Background: an optimization exercise with open tools, aiming at small area, a short achievable clock period and few clock cycles per item. Do not read the settings as production practice.
RTL that was checked went through simulation tests only; none was proved equivalent to the original.
Power figures rest on the tool's default switching activity, not on a simulated workload.

// heater_handle_supervisor
module heater_handle_supervisor (
  input  logic                         clk_i,
  input  logic                         rst_ni,
  input  logic                         in_valid_i,
  output logic                         in_ready_o,
  input  logic [hhs_pkg::InW-1:0]      in_data_i,
  output logic                         out_valid_o,
  input  logic                         out_ready_i,
  output logic [hhs_pkg::OutW-1:0]     out_data_o,
  input  logic                         cfg_valid_i,
  output logic                         cfg_ready_o,
  input  logic [hhs_pkg::CfgIdxW-1:0]  cfg_index_i,
  input  logic [hhs_pkg::CfgDataW-1:0] cfg_data_i
);
Size: about 200 flip-flops, roughly 77 I/O pins, ~0.012 mm2 of cells after synthesis.
export LEC_CHECK = 0
export CAP_MARGIN = 20
export CORE_MARGIN = 2
export CORE_UTILIZATION = 40
export SLEW_MARGIN = 20
create_clock -name core_clock -period 9.0 [get_ports {clk_i}]
standard.sh (not shown) runs the stock make flow with config.mk's settings and CLKGATE_MAP_FILE= SYNTH_SCRIPT=/design/flow/synth_recipe.tcl, a recipe that flattens the netlist after the stock synthesis.
==> flow/flow/run.sh <==
#!/bin/bash
# Layout: the standard flow (standard.sh, which runs the standard synthesis
# unchanged) with two settings changed: the ports are buffered with
# sky130_fd_sc_hd__buf_1 (buffer_ports' own pick is a delay buffer), and the
# timing repair aims for 6 ns of setup slack at the design's clock period.
# The make output goes to standard_flow.log; ORFS's logs stay under orfs/logs.
set -euo pipefail
bash standard.sh SETUP_SLACK_MARGIN=6 "BUFFER_PORTS_ARGS=-buffer_cell sky130_fd_sc_hd__buf_1" finish > standard_flow.log 2>&1
The starting point went through all stages and came out clean.
Next try:
--- a/flow/config.mk
+++ b/flow/config.mk
@@ -10 +10 @@
-export CORE_UTILIZATION = 40
+export CORE_UTILIZATION = 65
After rerunning: The changed run ran to the end with no violations. Combinational power stays flat. Register-to-register slack improves by 0.03 ns. Clock-buffer cell count climbs by 7. Power decreases by 2.8%. Worst setup slack is worse by 0.086 ns. Fmax is lower by 2.6%.
Next try:
==> flow/run.sh (new file) <==
#!/bin/bash
# synth_recipe.tcl (not shown) runs the flow's synth.tcl, then flattens the netlist and writes it again
# the make line also repeats each setting of config.mk as NAME=value (left out here)
make -C /OpenROAD-flow-scripts/flow DESIGN_CONFIG=/design/flow/config.mk WORK_HOME=/design/flow/orfs CLKGATE_MAP_FILE= SYNTH_SCRIPT=/design/flow/synth_recipe.tcl finish
--- a/flow/config.mk
+++ b/flow/config.mk
@@ -10 +10,2 @@
-export CORE_UTILIZATION = 65
+export CORE_UTILIZATION = 40
+export SETUP_SLACK_MARGIN = 5
removed: flow/flow/run.sh
removed: flow/standard.sh
Result:
- sequential power is about the same
- worst setup slack loses 0.56 ns
- routed wire length shrinks by 1.7%
- sequential cell count is unchanged
- non-clock buffer count drops by 35
No functional check of the RTL was part of any run of this note.


Another version of the RTL of heater_handle_supervisor (not shown whole).
Size: roughly 1100 cells after synthesis, roughly 130 flip-flops, roughly 77 I/O pins.
Design heater_handle_supervisor, start of the top module:
module heater_handle_supervisor (
  input  logic                         clk_i,
  input  logic                         rst_ni,
  input  logic                         in_valid_i,
  output logic                         in_ready_o,
  input  logic [hhs_pkg::InW-1:0]      in_data_i,
  output logic                         out_valid_o,
  input  logic                         out_ready_i,
  output logic [hhs_pkg::OutW-1:0]     out_data_o,
  input  logic                         cfg_valid_i,
  output logic                         cfg_ready_o,
  input  logic [hhs_pkg::CfgIdxW-1:0]  cfg_index_i,
  input  logic [hhs_pkg::CfgDataW-1:0] cfg_data_i
);
  logic [15:0] sleep_ticks;
  logic [14:0] error_ticks;
  logic [9:0]  max_temp;
  logic [9:0]  min_temp;
  logic [7:0]  min_air;
  logic [8:0]  cool_lim;
  logic [7:0]  max_air_duty;
  logic [7:0]  sleep_fan_duty;
  logic        work_q, work_d;
  logic [15:0] sleep_cnt_q, sleep_cnt_d;
  logic [15:0] fault_cnt_q, fault_cnt_d;
  logic [1:0]  fault_q, fault_d;
  logic        fan_fault_q, fan_fault_d;
  logic        fan_hold_q, fan_hold_d;
  logic [7:0]  duty_q, duty_d;
  logic        beep_q, beep_d;
  logic        out_valid_q;
  logic [7:0]  air_level;
  logic [7:0]  air_duty;
  logic        accept;
  assign cfg_ready_o = 1'b1;
  always_comb begin
    if (cfg_valid_i) begin
      air_level = cfg_data_i[7:0];
    end else if (in_data_i[35:34] == hhs_pkg::ModeCold) begin
      air_level = in_data_i[7:0];
    end else begin
  ...
==> flow/config.mk <==
export PLATFORM = sky130hd
export DESIGN_NAME = heater_handle_supervisor
export DESIGN_NICKNAME = heater_handle_supervisor
export VERILOG_FILES = /design/flow/design.v
export SDC_FILE = /design/flow/constraint.sdc
export NUM_CORES = 4
export LEC_CHECK = 0
export CAP_MARGIN = 20
export CORE_MARGIN = 2
export CORE_UTILIZATION = 40
export SLEW_MARGIN = 20
==> flow/constraint.sdc <==
create_clock -name core_clock -period 9.0 [get_ports {clk_i}]
set_input_delay 1.8000 -clock core_clock [delete_from_list [all_inputs] [get_ports {clk_i}]]
set_output_delay 1.8000 -clock core_clock [all_outputs]
set_load 0.01 [all_outputs]
run.sh (not shown) runs the stock make flow with config.mk's settings and CLKGATE_MAP_FILE= SYNTH_SCRIPT=/design/flow/synth_recipe.tcl, a recipe that flattens the netlist after the stock synthesis.
Stock flow here: none of the scripts above is used.
The starting point produced a clean layout.
Then changed:
Settings changed: SETUP_SLACK_MARGIN set to 4.5.
Result: Wire length went up by about 7%. Hold slack gets worse by 0.019 ns. First-iteration DRC count went down by 0.58%. Count of clock-buffer cells in the layout came out lower by 1. Utilization goes up by 4.8 points.
No run of this note included a check of the RTL's function; only the layout flow was run.


heater_handle_supervisor, a different RTL version from the one above (not shown whole).
Size in the first run: about 200 flip-flops, about 12,000 um^2 of cells after synthesis.
==> flow/config.mk <==
export PLATFORM = sky130hd
export DESIGN_NAME = heater_handle_supervisor
export DESIGN_NICKNAME = heater_handle_supervisor
export VERILOG_FILES = /design/flow/design.v
export SDC_FILE = /design/flow/constraint.sdc
export NUM_CORES = 4
export LEC_CHECK = 0
export CAP_MARGIN = 20
export CORE_MARGIN = 2
export CORE_UTILIZATION = 40
export CTS_BUF_LIST = sky130_fd_sc_hd__clkbuf_8
export SLEW_MARGIN = 20
==> flow/constraint.sdc <==
create_clock -name core_clock -period 9.0 [get_ports {clk_i}]
set_input_delay 1.8000 -clock core_clock [delete_from_list [all_inputs] [get_ports {clk_i}]]
set_output_delay 1.8000 -clock core_clock [all_outputs]
set_load 0.01 [all_outputs]
standard.sh (not shown) runs the stock make flow with config.mk's settings and CLKGATE_MAP_FILE= SYNTH_SCRIPT=/design/flow/synth_recipe.tcl, a recipe that flattens the netlist after the stock synthesis.
==> flow/flow/run.sh <==
#!/bin/bash
# Layout: the standard flow (standard.sh, which runs the standard synthesis
# unchanged) with two settings changed: the ports are buffered with
# sky130_fd_sc_hd__buf_1 (buffer_ports' own pick is a delay buffer), and the
# timing repair aims for 5.7 ns of setup slack at the design's clock period.
# The make output goes to standard_flow.log; ORFS's logs stay under orfs/logs.
set -euo pipefail
bash standard.sh SETUP_SLACK_MARGIN=5.7 "BUFFER_PORTS_ARGS=-buffer_cell sky130_fd_sc_hd__buf_1" finish > standard_flow.log 2>&1
The baseline went through all stages and came out clean.
Testbench counts at the start, summed over its fixed seeds: cycles 16,024, items 16,000.
Then changed:
--- a/flow/flow/run.sh
+++ b/flow/flow/run.sh
@@ -5 +5 @@
-# timing repair aims for 5.7 ns of setup slack at the design's clock period.
+# timing repair aims for 6 ns of setup slack at the design's clock period.
@@ -8 +8 @@
-bash standard.sh SETUP_SLACK_MARGIN=5.7 "BUFFER_PORTS_ARGS=-buffer_cell sky130_fd_sc_hd__buf_1" finish > standard_flow.log 2>&1
+bash standard.sh SETUP_SLACK_MARGIN=5.8 RECOVER_POWER=100 "BUFFER_PORTS_ARGS=-buffer_cell sky130_fd_sc_hd__buf_1" finish > standard_flow.log 2>&1
Effect:
- Now the flow completed and failed the layout checks on max-capacitance violations, max-slew violations
- final area stays flat
- register-to-register slack loses 830 ps
- count of clock-buffer cells in the layout shrinks by 1
- worst setup slack gets worse by 1600 ps
- cell count is about the same
- clock skew barely changes

separate check: timing with driven ports:
In the flow no input, the clock included, has a driving cell. The finished layouts below were timed again as built, in two steps. Step 1 assumes that a clkbuf_16 drives the clock port and a buf_2 every other input. Step 2 adds t to the input delays and takes it off the output delays; t is the mean of the earliest and latest rising clock arrival at the registers after step 1. Input paths then give back, and output paths get back, about the clock's delay inside the block. Slacks: ideal / step 1 / step 2; pairs: ideal / step 1.
| run | t (ns) | slack for setup (ns) | worst setup path at the end | clock arrival spread, ns | worst data-port slew with drivers (ns) |
|---|---|---|---|---|---|
| the first run of note 1 | 0.561 | 5.781 / 5.796 / 5.235 | input to register | 0.019 / 0.019 | 0.05 |
| the second run of note 1 | 0.552 | 5.695 / 5.723 / 5.170 | input to register | 0.011 / 0.011 | 0.06 |
| the third run of note 1 | 0.556 | 5.138 / 5.157 / 4.601 | input to register | 0.019 / 0.020 | 0.04 |
| the first run of note 2 | 0.468 | 1.770 / 1.792 / 1.324 | input to register | 0.012 / 0.012 | 0.06 |
| the second run of note 2 | 0.477 | 3.736 / 3.738 / 3.261 | input to register | 0.010 / 0.010 | 0.13 |
| the first run of note 3 | 0.524 | 5.824 / 5.824 / 5.328 | input to register | 0.023 / 0.024 | 0.04 |
| the second run of note 3 | 0.528 | 4.188 / 4.166 / 3.637 | input, reset recovery | 0.020 / 0.021 | 0.05 |
The setup slack of the second run of note 3, which loses most, moves by -0.022 ns with the drivers and by -0.551 ns with both steps. Setup slack includes reset recovery checks.
